Source: an optimization exercise on an open RTL-to-GDS flow (aim: small area, a short achievable clock period and few clock cycles per item). Production flows keep margins and buffers that such runs may drop.
In this exercise RTL edits were held to simulation tests only and were not proved equivalent to the original.
No activity file was given, so power comes from the tool's default toggle rates.

yarrow:
Design normalized_iir_section_filter, start of the top module:
module normalized_iir_section_filter #(
   parameter int COEF_BITS      = 24,
   parameter int COEF_FRAC_BITS = 16
) (
   input  wire logic        clock,
   input  wire logic        reset,
   input  wire logic        req_valid,
   output logic             req_stall,
   input  wire logic [16:0] req_data,    
   output logic             rsp_valid,
   input  wire logic        rsp_stall,
   output logic [17:0]      rsp_data,    
   input  wire logic        csr_we,
   input  wire logic [2:0]  csr_index,
   input  wire logic [23:0] csr_wdata
);
For scale: roughly 5700 cells after synthesis, about 530 flip-flops, ~43000 sq um of cells after synthesis.
Settings: LEC_CHECK=0, ABC_AREA=1, CAP_MARGIN=20, CORE_MARGIN=2, CORE_UTILIZATION=40, SETUP_SLACK_MARGIN=5, SLEW_MARGIN=20; clock period 9.0 ns.
run.sh (not shown) runs the stock make flow with config.mk's settings and CLKGATE_MAP_FILE= SYNTH_SCRIPT=/design/flow/synth_recipe.tcl, a recipe that flattens the netlist after the stock synthesis.
Testbench counts of yarrow, summed over its fixed seeds: cycles 28,928, items 3,072.
Relative to yarrow, the following input files were edited for ember:
--- a/flow/design.v
+++ b/flow/design.v
@@ -178,14 +178,15 @@
             phl  <= 1'b1;
          end else begin
             pidx <= pidx + 3'd1;
          end
       end
    end
    logic signed [23:0] op_c, nc_sel;
+   logic        [4:0]  op_sel;
    logic signed [16:0] nv_sel;
    logic        [2:0]  n_idx;
    logic               n_hl, n_on;
    wire  signed [15:0] ya = ((lst != 4'd0) | pend) ? yh1 : yh2;
    logic               n_sub;
    always_comb begin
       n_on  = 1'b1;
@@ -226,22 +227,24 @@
                      | (~bx[kb+2] & bx[kb+1] & bx[kb]);
             n_neg[j] = (bx[kb+2] & ~(bx[kb+1] & bx[kb])) ^ (n_sub & (n_one[j] | n_two[j]));
          end
       end
       n_x16 = n_on & n_hl & (bx[17] ^ bx[16]) & (bx[17] ^ n_sub);
    end
    always_ff @(posedge clock) begin
-      op_c   <= nc_sel;
+      op_sel <= n_on ? (5'd1 << n_idx) : 5'd0;
       op_one <= n_one;
       op_two <= n_two;
       op_neg <= n_neg;
       op_on  <= n_on;
       op_on4 <= n_on & ~n_hl;
       op_x16 <= n_x16;
    end
+   assign op_c = ({24{op_sel[0]}} & c_b1) | ({24{op_sel[1]}} & c_b2) | ({24{op_sel[2]}} & c_b3)
+               | ({24{op_sel[3]}} & c_a3) | ({24{op_sel[4]}} & c_a2);
    logic [W-1:0] pp [5];
    logic [25:0]  bm;
    always_comb begin
       for (int j = 0; j < 5; j++) pp[j] = '0;
       for (int j = 0; j < 5; j++) begin
          bm = ({26{op_one[j]}} & {op_c[23], op_c[23], op_c}) | ({26{op_two[j]}} & {op_c[23], op_c, 1'b0});
          bm = bm ^ {26{op_neg[j]}};
Findings:
- Summary — area growth from synthesis to layout, ember relative to yarrow: higher, by 4.4 points.
- Maximum count of clock buffers along a single path came out exactly the same in yarrow and ember.
- ember vs. yarrow: total power went down by 0.0024 W; clock-cell share of area roughly the same; met3 wirelength from detailed routing fell by about 5%.
- The required time at the endpoint of the critical path was comparable across yarrow and ember.
- Summary of ember over yarrow: final area rose 3.1%, overall routing resource usage went up 0.81 points, first-iteration DRC count now sits higher, synthesized instance count now larger.
- Setup slack in ember is smaller than in yarrow.
- In the tables for yarrow and ember, portion of total power attributed to the clock network reads higher with ember.
Testbench counts of ember, summed over its fixed seeds: cycles 28,928, items 3,072.

---

Setup of v6:
Another version of the RTL of normalized_iir_section_filter (not shown whole).
Size: roughly 5400 cells after synthesis, ~530 flip-flops, about 69 I/O pins, about 41000 µm² of cells after synthesis.
Settings: LEC_CHECK=0, ABC_AREA=1, CAP_MARGIN=20, CORE_MARGIN=2, CORE_UTILIZATION=40, SETUP_SLACK_MARGIN=5, SLEW_MARGIN=20; clock period 9.0 ns.
Testbench counts of v6, summed over its fixed seeds: cycles 28,928, items 3,072.
Inputs modified between v6 and v7:
--- a/flow/design.v
+++ b/flow/design.v
@@ -326,30 +326,30 @@
          2'd2:    a2mul = {ax[W-2:0], lsb};
          default: a2mul = W'(a3);
       endcase
    endfunction
    logic [W-1:0] mm;
    logic [1:0]   e_q, fc_r;
    logic         fo_r;
    wire          pre_n = (t_op[27:26] != 2'd0) | g4;
    wire          neg_n = inv1 ^ a1s;
    wire          posy = ~negr;
    wire          e_nz = (e_q != 2'd0);
-   wire          dm  = (lst >= 4'd2);
-   wire          xon = dm | p_usem;
-   wire [W-1:0]  xm  = ((dm && lst != 4'd2) || (!dm && p_usem)) ? (mm << 2) : '0;
-   wire [W-1:0]  xe  = a2mul(e_q & {2{xon}}, a2s, a3s, posy);
-   wire          xci = xon & posy & e_nz;
+   wire  [W-1:0] mm_n = ((lst == 4'd2) ? {W{1'b0}} : (mm << 2))
+                        + a2mul(e_q, a2s, a3s, posy) + {{(W-1){1'b0}}, posy & e_nz};
+   wire [W-1:0] xm  = p_usem ? (mm << 2) : '0;
+   wire [W-1:0] xe  = a2mul(e_q & {2{p_usem}}, a2s, a3s, posy);
+   wire         xci = p_usem & posy & e_nz;
    logic [W-1:0] s1, c1, s2, c2;
    always_comb begin
-      {s1, c1} = csa(ps & {W{~dm}}, pcy & {W{~dm}}, xm);
+      {s1, c1} = csa(ps, pcy, xm);
       {s2, c2} = csa(s1, c1 | {{(W-1){1'b0}}, xci}, xe);
    end
    wire [W-1:0] acc = s2 + c2;
    always_ff @(posedge clock) begin
       if (fire_l0) begin
          rr   <= acc[W-1:16];
          lq   <= acc[15:0];
          inv1 <= acc[W-1];
          cin  <= acc[W-1] & (((s2[13:0] ^ c2[13:0]) ^ {s2[12:0] | c2[12:0], 1'b0}) == 14'd0);
       end else if (lst != 4'd0) begin
          rr   <= rnew;
@@ -357,23 +357,23 @@
          inv1 <= 1'b0;
          cin  <= 1'b0;
       end
       if (lst == 4'd1) begin
          pre_r <= pre_n;
          frc_r <= pre_n | g2;
          negr  <= neg_n;
       end
       if (reset || fl_do) begin
          mm <= '0;
       end else if (lst >= 4'd2) begin
-         mm <= acc;
+         mm <= mm_n;
       end
       if (lst == 4'd1) begin
          e_q  <= dz ? 2'd0 : (pre_n | g2) ? (neg_n ? 2'd2 : 2'd1) : dig;
          fo_r <= dz | pre_n | g2;
          fc_r <= (dz | neg_n) ? 2'd0 : 2'd3;
       end else if (lst != 4'd0) begin
          e_q  <= fo_r ? fc_r : dig;
       end
    end
    logic [15:0] mag, yv;
    logic        sat;
==> run summary <==
- Internal power contribution, v7 and v6, lower one = v6.
- Of v7 and v6, v6 shows the lower worst slack at placement, with v7 above it.
- Diff v6 -> v7 | post-CTS setup-driven buffer insertion count | decrease of 79
- Compared to v6, v7 has total power draw about 15% higher.
- Taking v6 over v7, the critical path depth ratio works out to 1.18.
Testbench counts of v7, summed over its fixed seeds: cycles 28,928, items 3,072.

## re-timing with driven ports
The results above use ideal ports. As a check the final layouts listed here were re-extracted and re-timed, cells and wires unchanged.
Step 1, drivers: a clkbuf_16 drives clock and a buf_2 each remaining input, both assumed.
Step 2, shift: input delay + t, output delay - t, t = (earliest + latest rising clock arrival at the registers) / 2. This alone moves slack from input paths to output paths.
a / b / c = ideal / step 1 / step 2; a / b = the first two.
run | shift t [ns] | setup slack, ns | hold WS [ns] | worst setup path after step 2 | pins driven straight from the clock port
yarrow | 0.728 | 4.722 / 4.722 / 4.501 | 0.444 / 0.444 / 0.444 | input to register | 1
ember | 0.772 | 4.691 / 4.691 / 4.549 | 0.449 / 0.449 / 0.449 | input to register | 1
v6 | 0.693 | 4.268 / 4.268 / 4.268 | 0.442 / 0.442 / 0.442 | register to register | 1
v7 | 0.727 | 4.943 / 4.943 / 4.535 | 0.451 / 0.451 / 0.451 | input to register | 1
After both steps every run listed still meets setup and hold. For v7, which loses most, drivers alone change the setup slack by 0.000 ns; drivers and shift together by -0.408 ns.
